Context: an optimization exercise on an open-source flow, tuned for small area and a short achievable clock period. The choices shown serve that exercise and are no tape-out recipe.
No run shown here included a check of the RTL's function; only the layout flow was run.
Power figures rest on the tool's default switching activity, not on a simulated workload.

## design/flow/flow/run.sh

```bash
#!/bin/bash
# Standard ORFS layout, but port buffers use the small sky130 buffer.
set -o pipefail
export BUFFER_PORTS_ARGS="-buffer_cell sky130_fd_sc_hd__buf_1"
bash standard.sh > standard.log 2>&1
```

## design/flow/standard.sh

```bash
#!/bin/bash
# synth_recipe.tcl (not shown) runs the flow's synth.tcl, then flattens the netlist and writes it again
# the make line also repeats each setting of config.mk as NAME=value (left out here)
make -C /OpenROAD-flow-scripts/flow DESIGN_CONFIG=/design/flow/config.mk WORK_HOME=/design/flow/orfs CLKGATE_MAP_FILE= SYNTH_SCRIPT=/design/flow/synth_recipe.tcl "${@:-finish}"
```

## design/flow/config.mk

```make
export PLATFORM = sky130hd
export DESIGN_NAME = exe_top
export DESIGN_NICKNAME = exe_top
export VERILOG_FILES = /design/flow/design.v
export SDC_FILE = /design/flow/constraint.sdc
export NUM_CORES = 4
export LEC_CHECK = 0
export ABC_AREA = 1
export CAP_MARGIN = 20
export CORE_MARGIN = 2
export CORE_UTILIZATION = 30
export SLEW_MARGIN = 20
```

## design/flow/constraint.sdc

```tcl
create_clock -name core_clock -period 13.0 [get_ports {clk}]
set_input_delay 2.6000 -clock core_clock [delete_from_list [all_inputs] [get_ports {clk}]]
set_output_delay 2.6000 -clock core_clock [all_outputs]
set_load 0.01 [all_outputs]
```

## design/flow/design.v

```verilog
`timescale 1ns/100ps
module exe_top (
	input  logic        clk,
	input  logic        rst,
	input  logic        instr_valid,
	input  logic [31:0] instr,
	input  logic [63:0] pc,
	input  logic [63:0] rs1_data,
	input  logic [63:0] rs2_data,
	output logic        wb_valid,
	output logic [4:0]  wb_rd_addr,
	output logic [63:0] wb_data,
	output logic        wb_wen,
	output logic        br_taken,
	output logic [63:0] br_target
);
	logic [6:0] opc;
	logic [2:0] f3;
	logic       f7z, f7a, f6z, f6a;
	logic       is_op, is_imm, is_opw, is_immw, is_lui, is_br;
	logic       dec_wen, dec_br;
	assign opc = instr[6:0];
	assign f3  = instr[14:12];
	assign f7z = (instr[31:25] == 7'b0000000);
	assign f7a = (instr[31:25] == 7'b0100000);
	assign f6z = (instr[31:26] == 6'b000000);
	assign f6a = (instr[31:26] == 6'b010000);
	assign is_op   = (opc == 7'b0110011);
	assign is_imm  = (opc == 7'b0010011);
	assign is_opw  = (opc == 7'b0111011);
	assign is_immw = (opc == 7'b0011011);
	assign is_lui  = (opc == 7'b0110111);
	assign is_br   = (opc == 7'b1100011);
	always_comb begin
		dec_wen = 1'b0;
		case (f3)
			3'b000: dec_wen = (is_op & (f7z | f7a)) | is_imm | (is_opw & (f7z | f7a)) | is_immw;
			3'b001: dec_wen = (is_op & f7z) | (is_imm & f6z) | ((is_opw | is_immw) & f7z);
			3'b010, 3'b011, 3'b100, 3'b110, 3'b111:
			        dec_wen = (is_op & f7z) | is_imm;
			3'b101: dec_wen = (is_op & (f7z | f7a)) | (is_imm & (f6z | f6a)) | ((is_opw | is_immw) & (f7z | f7a));
		endcase
		dec_wen = dec_wen | is_lui;
	end
	assign dec_br = is_br & (f3[2] | ~f3[1]);
	logic use_imm, wmode, lui, branch, sub, left, arith;
	assign use_imm = ~instr[5];                  
	assign wmode   = instr[3];                   
	assign lui     = instr[2];
	assign branch  = instr[6];
	assign sub     = branch | (~f3[2] & f3[1]) | (f3 == 3'b000 & instr[5] & instr[30]);
	assign left    = ~f3[2];
	assign arith   = instr[30];
	logic [63:0] a, b, bx;
	assign a  = rs1_data;
	assign b  = use_imm ? {{52{instr[31]}}, instr[31:20]} : rs2_data;
	assign bx = b ^ {64{sub}};
	logic [63:0] p, g, G, P, sum;
	logic [64:0] c;
	assign p = a ^ bx;
	assign g = a & bx;
	always_comb begin
		G = g;
		P = p;
		G[0] = g[0] | (p[0] & sub);
		for (int l = 0; l < 6; l++)
			for (int i = 0; i < 64; i++)
				if ((i >> l) & 1) begin
					G[i] = G[i] | (P[i] & G[((i >> (l + 1)) << (l + 1)) + (1 << l) - 1]);
					P[i] = P[i] & P[((i >> (l + 1)) << (l + 1)) + (1 << l) - 1];
				end
	end
	assign c   = {G, sub};
	assign sum = p ^ c[63:0];
	logic eq, ltu, lts, lt, signed_cmp, cond;
	assign eq         = &p;                      
	assign ltu        = ~c[64];
	assign lts        = (a[63] ^ b[63]) ? a[63] : ltu;
	assign signed_cmp = branch ? ~f3[1] : ~f3[0];
	assign lt         = signed_cmp ? lts : ltu;
	assign cond       = (f3[2] ? lt : eq) ^ f3[0];
	logic        sh_en, sh_l, sh_r64, sh_rw, fill;
	logic [5:0]  shamt, s1, s0;
	logic [63:0] sx;
	logic [63:0] st [0:6];
	assign sh_en  = ~f3[1] & f3[0] & ~lui;       
	assign sh_l   = sh_en & ~f3[2];
	assign sh_r64 = sh_en & f3[2] & ~wmode;
	assign sh_rw  = sh_en & f3[2] & wmode;
	assign shamt  = {(use_imm ? instr[25] : rs2_data[5]) & ~wmode,
	                 (use_imm ? instr[24:20] : rs2_data[4:0])};
	assign s1     = shamt & {6{sh_en}};
	assign s0     = ~shamt & {6{sh_en}};
	assign fill   = arith & (wmode ? a[31] : a[63]);
	always_comb begin
		for (int i = 0; i < 32; i++)
			sx[i] = (sh_l & a[63 - i]) | ((sh_r64 | sh_rw) & a[i]);
		for (int i = 32; i < 64; i++)
			sx[i] = (sh_l & a[63 - i]) | (sh_r64 & a[i]) | (sh_rw & fill);
	end
	assign st[6] = sx;
	genvar gl, gi;
	generate
		for (gl = 5; gl >= 0; gl--) begin : g_lvl
			for (gi = 0; gi < 64; gi++) begin : g_bit
				if (gi + (1 << gl) < 64)
					assign st[gl][gi] = (s0[gl] & st[gl + 1][gi]) | (s1[gl] & st[gl + 1][gi + (1 << gl)]);
				else
					assign st[gl][gi] = (s0[gl] & st[gl + 1][gi]) | (s1[gl] & fill);
			end
		end
	endgenerate
	logic sel_add, sel_sll, sel_srl, sel_slt, en_p, en_g, wx;
	assign sel_add = ~lui & (f3 == 3'b000);
	assign sel_sll = sh_l;
	assign sel_srl = sh_en & f3[2];
	assign sel_slt = ~lui & ~f3[2] & f3[1];
	assign en_p    = ~lui & f3[2] & ~f3[0];       
	assign en_g    = ~lui & f3[2] & f3[1];        
	assign wx      = wmode | lui;
	logic [63:0] res_n, res;
	always_comb begin
		for (int i = 0; i < 64; i++)
			res_n[i] = (sel_add & sum[i]) | (sel_sll & st[0][63 - i]) | (sel_srl & st[0][i])
			         | (en_p & p[i]) | (en_g & g[i]);
		res_n[0] = res_n[0] | (sel_slt & lt);
		for (int i = 12; i < 32; i++)
			res_n[i] = res_n[i] | (lui & instr[i]);
		res = res_n;
		if (wx)
			res[63:32] = {32{res_n[31]}};
	end
	logic [12:0] tlo;
	logic        tc, ts, tact;
	logic [63:13] tq, tflip;
	assign {tc, tlo} = {1'b0, pc[12:0]} + {1'b0, instr[31], instr[7], instr[30:25], instr[11:8], 1'b0};
	assign ts   = instr[31];
	assign tact = tc ^ ts;                       
	assign tq   = pc[63:13] ^ {51{ts}};           
	always_comb begin
		tflip[13] = tact;
		for (int i = 14; i < 64; i++)
			tflip[i] = tflip[i - 1] & tq[i - 1];
	end
	logic [63:0] target;
	assign target = {pc[63:13] ^ tflip, tlo};
	always_ff @(posedge clk) begin
		if (rst) begin
			wb_valid <= 1'b0;
			wb_wen   <= 1'b0;
			br_taken <= 1'b0;
		end else begin
			wb_valid <= instr_valid;
			wb_wen   <= instr_valid & dec_wen & (instr[11:7] != 5'd0);
			br_taken <= instr_valid & dec_br & cond;
		end
	end
	always_ff @(posedge clk) begin
		wb_rd_addr <= instr[11:7];
		wb_data    <= res;
		br_target  <= target;
	end
endmodule
```

==> results of run 1 <==
[layer usage]
layer  vias up  wire length [um]
li1       9404                 -
met4         2              6230
met3       193              8020
met5         -                12
met1      9019             32900
met2      1177             36900
[power breakdown]
group          leakage [nW]  switching (mW)  internal, mW
Clock                 0.302           0.244         0.293
Sequential             1.14          0.0147         0.459
Combinational          5.96           0.420         0.193
[state kept, by name (all words and copies together), names as in the netlist]
register    cells
br_taken        1
wb_valid        1
wb_wen          1
wb_data        64
wb_rd_addr      5
br_target      64
[cell families after synthesis]
logic type / Yosys count / share of synthesized area
adders and majority gates: 83 / 0.0692
AOI/OAI and AO/OA: 712 / 0.274
xor gates and xnor gates: 128 / 0.0711
and+or+nand+nor: 1044 / 0.284
DFF: 136 / 0.173
muxes: 2 / 0.00127
buffers and inverters: 526 / 0.128
[layout by cell type, fill, tap and decap left out, types with 7 or more instances in the layout]
| cell | n |
|---|---|
| buf_1 | 361 |
| xnor2_1 | 74 |
| buf_4 | 29 |
| ha_1 | 76 |
| o221ai_1 | 27 |
| nand3_1 | 83 |
| nor2_1 | 105 |
| nand4_1 | 53 |
| o21ai_0 | 167 |
| a22oi_1 | 48 |
| or2_2 | 11 |
| inv_1 | 366 |
| a21o_1 | 15 |
| o2111ai_1 | 17 |
| fa_1 | 7 |
| xor2_1 | 54 |
| nand2_1 | 724 |
| a22o_1 | 17 |
| a221oi_1 | 21 |
| clkbuf_16 | 17 |
| o21ai_1 | 19 |
| nor2_4 | 13 |
| dfxtp_1 | 136 |
| a21oi_1 | 195 |
| o22ai_1 | 151 |
| nor3_1 | 21 |
[area by class of cell]
cell class	instances	area, um^2	area share
clock inverter	15	200	0.0109
timing repair buffer	391	1580	0.0862
inverter	375	1410	0.0771
multi-input combinational	1969	11100	0.606
antenna	1	2.50	0.000137
tap	688	861	0.0470
sequential	136	2720	0.149
clock buffer	17	425	0.0232
[metrics by stage]
step	hold WS (ns)	worst slack, ns
CTS	2.18	4.94
global placement	2.70	4.63
global route	2.20	4.13
floorplan	2.63	6.11
detailed placement	2.70	4.41
finish	2.22	4.71
[worst max-delay path by stage]
stage / depth (start not counted) / startpoint / end / slack, ns
detailed placement: 30 / instr[5] / wb_data[54] / 4.41
global route: 30 / instr[5] / wb_data[54] / 4.13
finish: 30 / instr[5] / wb_data[54] / 4.71
global placement: 30 / instr[5] / wb_data[54] / 4.63
CTS: 30 / instr[5] / wb_data[54] / 4.94
floorplan: 29 / instr[31] / wb_data[61] / 6.11
[critical path: cells and delay by family]
family,cells,cell delay [ns]
buffers and inverters,8,1.87
adder cells (fa/ha/maj),1,0.43
AO/OA/AOI/OAI,10,2.21
AND/OR/NAND/NOR,11,1.43
==> run summary, run 1 <==
- CTS resizes: 0
- Most frequent CP cell: o21ai_0
- Die area: approximately 54000 um^2
- Std-Cell Rows: 84
- CTS root buffer: clkbuf_16
- H-tree Lvls: 4
- Layout Nets: roughly 3.2k
- Initial antenna violation count: 5
- Synthesis-to-finish area growth: 16.1%
- Met3 GRT Util: 0.0609
- Gr ovfl total: 0
- Hold Path Sink: br_target[0]
- Largest net degree at the start of global routing: 73
- Hold-fix buffers at CTS: 0
- TritonCTS sink count: ~140
- Slew HR: 0.192
- Period utilization: 0.638
- Drt total wl: about 84000 um
- Worst slew pin tran: about 1.2 ns
- Vias/cell: 5.51
- Avg Inst Size Synth: 5.99 um^2
- Total GRT Usage: 0.302
- Hold Violations, Final: 0
- Post-route cell area: about 18000 um^2
- First-pass GRT wire length: about 120000 um
- Syn Nets: 2941
- Post-synth cell types: between 50 and 60
- Asr flop ratio synth: 0
- Routability congestion estimate: 1.03
- Grt peak-use layer: met2
- Top cells by count, synth: nand2_1, inv_1, a21oi_1
- Synth top area cells: dfxtp_1, nand2_1, inv_1
- CP Capture Type: flip-flop
- Fin cells: between 3k and 4k
- Chip Height: ~230 um
- Worst setup SP type: input port
- PwrDens: just under 90 nW/um^2
- # DRC: 0
- Postcts setup bufs: 0
- Post-Place Cells: ~3.6k
- Fillers: ~5.9k
- Yosys warnings: 2
- Share of cells above drive strength 1: 0.0413
- CTS clk-pin slew, worst paths: 0.07 ns
- Tot Pwr: 1.62 mW
- HP Start: pc[0]
- Leakage: about 7.4 nW
- Post-DR wirelength/cell: between 20 and 25 um
- CTS tree: done
- GR Util met2: 0.475
- IO Count: between 300 and 400
- Number of global-route vias before repair: 18.3k
- Max Slew Vio Count: 0
- Hold Crit Class: input port to flip-flop
- Worst Path Arrival: just under 9 ns
- RSZ-0062 raised after global routing: no
- Area leader, netlist: dfxtp_1
- Max Root-Sink Buffers: 2
- Slowest stage delay, CP: roughly 0.66 ns
- Status: no timing/DRC/antenna violations
- Vias: between 15k and 20k
- Routed Antenna Nets: 0
- Top FF cell, synth: dfxtp_1
- Worst Hold Path Cells: 1
- Worst VDD drop: about 0.11 mV
- Slowest cell on crit path: buf_4
- Post-Syn Area: about 16000 um^2
- Max FO, Critical Path: 72
- Global Route met1 Usage: 0.369
- Die X: around 230 um
- CP required: between 10 and 15 ns
- CTS Buf Count: 17
- Setup TNS: 0 ns
- Initial Utilization: 0.302
- Placeable Area: approximately 52000 um^2
- Worst Setup Path Type: input port to flip-flop
- Area share of the largest cell type after synthesis: 0.173
- Min Tclk post-route: just over 8 ns
- Top-count cell post-synth: nand2_1
- Synth Register Bits: 136
- Detailed Routing Iterations Pass 1: 6
- Post-DP HPWL: between 60000 and 70000 um
- Cells after synthesis: approximately 2.6k
- Final setup vio count: 0
- Initial DRC Count: 2452
- Sequential-to-total area share from yosys stat: 0.173
- Port Buffers: approximately 360
- Number of synthesized flops with an enable pin: 0
- Max Fclk: 121 MHz
- Max Cap Viol: 0
- DP Area: ~18000 um^2
- Finished Core Util: 0.350
==> run 2, diff against run 1 <==
--- a/design/flow/config.mk
+++ b/design/flow/config.mk
@@ -10,3 +10,3 @@
 export CORE_MARGIN = 2
-export CORE_UTILIZATION = 30
+export CORE_UTILIZATION = 55
 export SLEW_MARGIN = 20
==> run 2 against run 1 <==
Still clean on timing, DRC and antenna. Sequential share of layout area rose by 0.35 points. Worst setup slack worse by 0.10 ns. Non-clock buffer count is 2 lower. Fmax is 1.2% lower. Die area is 45% lower. Synthesized area stayed put. Synthesized cell count unchanged. Via count up 5.2%. Clock power shrank 3.7%. Count of clock-buffer cells in the layout unchanged. Critical endpoint unchanged.
==> run summary, run 2 <==
- Post-Syn Area: about 16000 um^2
- Tot Pwr: between 1.5 and 2 mW
- Slew HR: 0.299
- Vias/cell: between 6 and 7
- Hold Violations, Final: 0
- CTS Buf Count: 17
- Min Tclk post-route: about 8.4 ns
- IO Count: ~360
- Critical path origin: instr[31]
- Worst Path Arrival: between 8 and 9 ns
- TritonCTS sink count: between 100 and 150
- Post-DP HPWL: between 50000 and 60000 um
- CTS root buffer: clkbuf_16
- Hold Crit Class: input port to flip-flop
- Yosys warnings: 2
- Leakage: between 7 and 8 nW
- HP Start: pc[0]
- Fillers: about 2.7k
- Post-route cell area: roughly 18000 um^2
- DP Area: 17300 um^2
- Initial antenna violation count: 3
- Grt peak-use layer: met2
- Worst VDD drop: approximately 0.08 mV
- Initial DRC Count: around 3.2k
- Drt total wl: 75900 um
- Setup TNS: 0 ns
- Max FO, Critical Path: 53
- Final hold slack: roughly 2.3 ns
- Area leader, netlist: dfxtp_1
- Chip Height: 173 um
- Global Route met1 Usage: 0.562
- CP required: between 10 and 15 ns
- Sequential-to-total area share from yosys stat: 0.173
- Period utilization: 0.646
- Gr ovfl total: 0
- GR Util met2: 0.717
- Max Slew Vio Count: 0
- Post-DR wirelength/cell: between 20 and 25 um
- Final setup margin: 4.61 ns
- Met3 GRT Util: 0.155
- Worst slack, placed: roughly 4.4 ns
- Number of global-route vias before repair: a little under 20k
- # DRC: 0
- Top-count cell post-synth: nand2_1
- Synthesis-to-finish area growth: 13.4%
- Max Root-Sink Buffers: 2
- Postcts setup bufs: 0
- Share of cells above drive strength 1: 0.0410
- Leading registers by flop count: br_target (64), wb_data (64), wb_rd_addr (5)
- Die area: 30000 um^2
- Asr flop ratio synth: 0
- Placeable Area: ~28000 um^2
- Cells after synthesis: about 2.6k
- Synth Register Bits: roughly 140
- Std-Cell Rows: ~60
- Max Fclk: 119 MHz
- Worst setup SP type: input port
- Vias: about 21k
- Largest net degree at the start of global routing: 74
- First-pass GRT wire length: ~110000 um
- Avg Inst Size Synth: around 6.0 um^2
- Area share of the largest cell type after synthesis: 0.173
- Routability congestion estimate: around 1.1
- Most frequent cells in the layout: nand2_1, inv_1, buf_1, a21oi_1, o21ai_0
- Total GRT Usage: 0.482
- Most common cell after layout, fill and taps aside: nand2_1
- Initial Utilization: 0.563
- Number of synthesized flops with an enable pin: 0
- CTS clk-pin slew, worst paths: roughly 0.070 ns
- Routed Antenna Nets: 0
- Final setup vio count: 0
- Syn Nets: a little under 3k
- Layout Nets: around 3.2k
- Detailed Routing Iterations Pass 1: 8
- Worst Setup Path Type: input port to flip-flop
- Port Buffers: about 360
- Top FF cell, synth: dfxtp_1
- H-tree Lvls: 4
- RSZ-0062 raised after global routing: no
- Max Cap Viol: 0
- Synth top area cells: dfxtp_1, nand2_1, inv_1
- Post-synth cell types: just under 60
- Status: no timing/DRC/antenna violations
- CTS tree: done
- CP Capture Type: flip-flop
- Hold-fix buffers at CTS: 0
- Die X: between 150 and 200 um
- CTS resizes: 0
- Top cells by count, synth: nand2_1, inv_1, a21oi_1
- PwrDens: approximately 89 nW/um^2
- Worst slew pin tran: approximately 1.0 ns
[run 2: cell type report]
| class | instances | area, um^2 | share of cell area |
|---|---|---|---|
| Inverter | 375 | 1410 | 0.0789 |
| Antenna cell | 4 | 10.0 | 0.000560 |
| Sequential cell | 136 | 2720 | 0.152 |
| Clock inverter | 15 | 175 | 0.00980 |
| Timing Repair Buffer | 389 | 1560 | 0.0874 |
| Multi-Input combinational cell | 1969 | 11100 | 0.621 |
| Tap cell | 378 | 473 | 0.0265 |
| Clock buffer | 17 | 425 | 0.0238 |
[run 2: metal layers]
layer  vias up  share of wire
met2      1649           0.41
met4         4           0.10
met5         -         0.0015
met1      9380           0.35
met3       426           0.13
li1       9368              -
[run 2: cells by family (layout without fill, tap and decap cells)]
| family | after synthesis | after routing | share of synthesized area |
|---|---|---|---|
| flops | 136 | 136 | 0.173 |
| simple gates | 1044 | 1044 | 0.284 |
| compound gates | 712 | 712 | 0.274 |
| xor+xnor | 128 | 128 | 0.0711 |
| other cells | 0 | 4 | 0 |
| buf+inv | 526 | 796 | 0.128 |
| fa+ha+maj | 83 | 83 | 0.0692 |
| mux | 2 | 2 | 0.00127 |
[run 2: final timing paths]
path | to | slack [ns] | cells after the start
worst max-delay path | wb_data[54] | 4.61 | 25
worst min-delay path | br_target[0] | 2.25 | 1
[run 2: worst max-delay path, cell delays in order]
cell     delay (ns)
buf_1          0.71
inv_2          0.63
nor2_4         0.20
buf_4          0.50
a21oi_1        0.12
xnor2_1        0.20
ha_1           0.38
inv_1          0.11
nor3_1         0.06
nor2_1         0.08
nand3_1        0.14
a21oi_1        0.23
inv_1          0.13
a21oi_1        0.32
inv_1          0.07
a21oi_1        0.15
inv_1          0.07
nand2_1        0.09
nor2_1         0.07
o21ai_0        0.28
nand2_1        0.11
o21ai_0        0.18
nand4_1        0.16
nand2_1        0.77
o21ai_0        0.23
[run 2: where the power goes]
group	switching (mW)	leakage, nW	internal, mW	total (mW)
combinational	0.407	5.95	0.193	0.600
clock	0.242	0.289	0.275	0.517
sequential	0.0125	1.14	0.459	0.471
[run 2: metrics by stage]
stage,std cells,util
2_1_floorplan,2631,-
3_3_place_gp,3247,0.616
3_5_place_dp,3247,0.616
4_1_cts,3279,0.638
5_1_grt,3279,0.638
6_report,3283,0.638

==> re-timing with driven ports <==
The results above use ideal ports. As a check the final layouts listed here were re-extracted and re-timed, cells and wires unchanged.
Step 1 assumes that a clkbuf_16 drives the clock port and a buf_2 every other input.
Step 2 moves the port delays by t, midway between the first and last clock arrival at a register: inputs arrive t later, outputs are due t later. That takes back most of the time a late clock gives input paths.
Slacks: no drivers / after step 1 / after step 2; pairs: no drivers / after step 1.
| run | t, ns | setup slack, ns | worst register clock-pin slew, ns | cell pins on the clock port's net |
|---|---|---|---|---|
| run 1 | 0.540 | 4.705 / 4.704 / 4.164 | 0.08 / 0.08 | 1 |
| run 2 | 0.500 | 4.605 / 4.624 / 4.123 | 0.09 / 0.09 | 1 |
After both steps setup and hold are still met in every run listed. For run 1, which loses most, drivers alone change the setup slack by -0.001 ns; drivers and shift together by -0.541 ns.
